Background: an optimization exercise with open tools, aiming at small area, a short achievable clock period and few clock cycles per item. Do not read the settings as production practice.
The RTL was checked by simulation tests, not by an equivalence proof against the original design.

Setup of red:
## sdeb_top
module sdeb_top (
	input  logic clk,
	input  logic arst_n,
	input  logic in_valid,
	output logic in_stall,
	input  logic signed [15:0] in_x,
	input  logic signed [15:0] in_y,
	input  logic [15:0] in_energy,
	input  logic in_frame_start,
	output logic out_valid,
	input  logic out_stall,
	output logic [5:0] out_hit_bin,
	output logic [8:0] out_peak_angle,
	output logic [7:0] out_peak_level,
	input  logic cfg_we,
	input  logic [1:0] cfg_index,
	input  logic [7:0] cfg_data
);
For scale: about 89 I/O pins, about 71,000 µm² of cells after synthesis.
export LEC_CHECK = 0
export CAP_MARGIN = 20
export CORE_MARGIN = 2
export CORE_UTILIZATION = 55
export CTS_BUF_LIST = sky130_fd_sc_hd__clkbuf_8
export SETUP_SLACK_MARGIN = 3.5
export SLEW_MARGIN = 20
create_clock -name core_clock -period 7.0 [get_ports {clk}]
run.sh (not shown) runs the stock make flow with config.mk's settings and CLKGATE_MAP_FILE= SYNTH_SCRIPT=/design/flow/synth_recipe.tcl, a recipe that flattens the netlist after the stock synthesis.
Testbench counts of red, summed over its fixed seeds: cycles 2,536, items 2,400.
Input-level comparison between blue and red:
Settings: an added CTS_CLUSTER_DIAMETER of 60; a change of SETUP_SLACK_MARGIN from 3.5 to 3.0; a change of CTS_BUF_LIST from sky130_fd_sc_hd__clkbuf_8 to sky130_fd_sc_hd__clkbuf_16; an added CTS_CLUSTER_SIZE of 20.
- Compared with red, blue instantiates a smaller number of standard cells.
- From red to blue, synthesized area did not move at all.
- When the final numbers for blue and red were put side by side, the required time reported for the critical path endpoint turned out to be greater in red.
- Going from red to blue, worst-margin pin slew grows by 0.13 ns.
## Diff of input files: green against blue
Settings: a deleted CTS_CLUSTER_SIZE that had been 20; a deleted CTS_CLUSTER_DIAMETER that had been 60; a change of CORE_UTILIZATION from 55 to 65; a change of SETUP_SLACK_MARGIN from 3.0 to 4; a change of CTS_BUF_LIST from sky130_fd_sc_hd__clkbuf_16 to sky130_fd_sc_hd__clkbuf_8.
[summary]
Taking blue as the reference, in green final setup violation count roughly the same; final cell count higher.
Inputs modified between green and orange:
Settings: setting CTS_CLUSTER_DIAMETER to 60 for the first time; setting CTS_CLUSTER_SIZE to 20 for the first time; changing SETUP_SLACK_MARGIN from 4 to 2.5; changing CORE_UTILIZATION from 65 to 55; changing CTS_BUF_LIST from sky130_fd_sc_hd__clkbuf_8 to sky130_fd_sc_hd__clkbuf_16.
==> notes.md <==
orange did not stop at any stage, and its layout met the timing, design-rule and antenna checks.
Synthesized cell count: orange vs green identical
NOTE final cell count green->orange decreased by a few percent
orange: via count of the first global-routing pass is 10% lower than what green reported.
Going from green to orange, the total placed cells including tap cells was found to have gone up by 3.1%.
Utilization after layout delta for orange relative to green: 20 points lower
Going from green to orange, the clock network area share was found to have gone up by 0.15 points.

========
== run A ==
sdeb_top again, from the RTL that the note above started with.
Settings: LEC_CHECK=0, CAP_MARGIN=20, CORE_MARGIN=2, CORE_UTILIZATION=48, CTS_BUF_LIST=sky130_fd_sc_hd__clkbuf_8, PLACE_DENSITY=0.65, SETUP_SLACK_MARGIN=3.0, SLEW_MARGIN=20; clock period 7.0 ns.
Testbench counts of run A, summed over its fixed seeds: cycles 2,536, items 2,400.
What run B does differently from run A at the input level:
- CORE_UTILIZATION changed from 48 to 55
- PLACE_DENSITY removed (was 0.65)
- SETUP_SLACK_MARGIN changed from 3.0 to 2.5
[summary]
Looking at run B and run A, the worst hold path cell count is a wash.
Biggest fanout along the worst timing path down 12 in run B wrt run A
Delta (run B minus run A): worst-case setup margin in the final layout now smaller; summed area of non-filler cells in the final layout went down by about 2.6%.
Modified inputs, run C compared to run B
- swapping 2.5 for 3.0 in SETUP_SLACK_MARGIN
==> notes.md <==
Number of antenna violations at the first check in global routing: run C > run B
Comparing the two runs side by side, run C comes out behind run B on wire length of the first global-routing pass.
Run B leaves less setup margin than run C.
Run C and run B ended up with roughly the same global-route usage.
On run C: total number of cells along the worst setup path is 1 higher than what run B gave.
In the reports for run C and run B, the smaller post-route clock skew belongs to run B.
Run C was carried through to the last stage, and its layout satisfied the timing, design-rule and antenna checks.
Per the comparison of run C with run B, flip-flop and latch count closely matched the old numbers; detailed-route via count up about 1.1%.

-- re-timing with driven ports --
How much do the figures lean on ideal ports? The routed layouts below were timed once more, with nothing changed but the port constraints. Step 1: set_driving_cell puts a clkbuf_16 on clk and a buf_2 on each other input, an assumption about the parent block. Step 2 also shifts input and output timing later by t, the mid clock arrival at the registers, as if the neighbouring blocks saw the same clock. a / b / c = no drivers / after step 1 / after step 2; a / b = the first two.
run | t (ns) | setup WS [ns] | cell pins on the clock port's net
red | 0.998 | 3.070 / 3.070 / 3.070 | 1
blue | 0.815 | 3.018 / 3.018 / 3.018 | 1
green | 0.972 | 2.974 / 2.974 / 2.974 | 1
orange | 0.823 | 2.620 / 2.620 / 2.620 | 1
run A | 1.018 | 2.888 / 2.888 / 2.801 | 1
run B | 1.000 | 2.653 / 2.653 / 2.653 | 1
run C | 1.005 | 3.084 / 3.084 / 3.084 | 1
After both steps every run listed still meets setup and hold. For run A, which loses most, drivers alone change the setup slack by 0.000 ns; drivers and shift together by -0.087 ns.
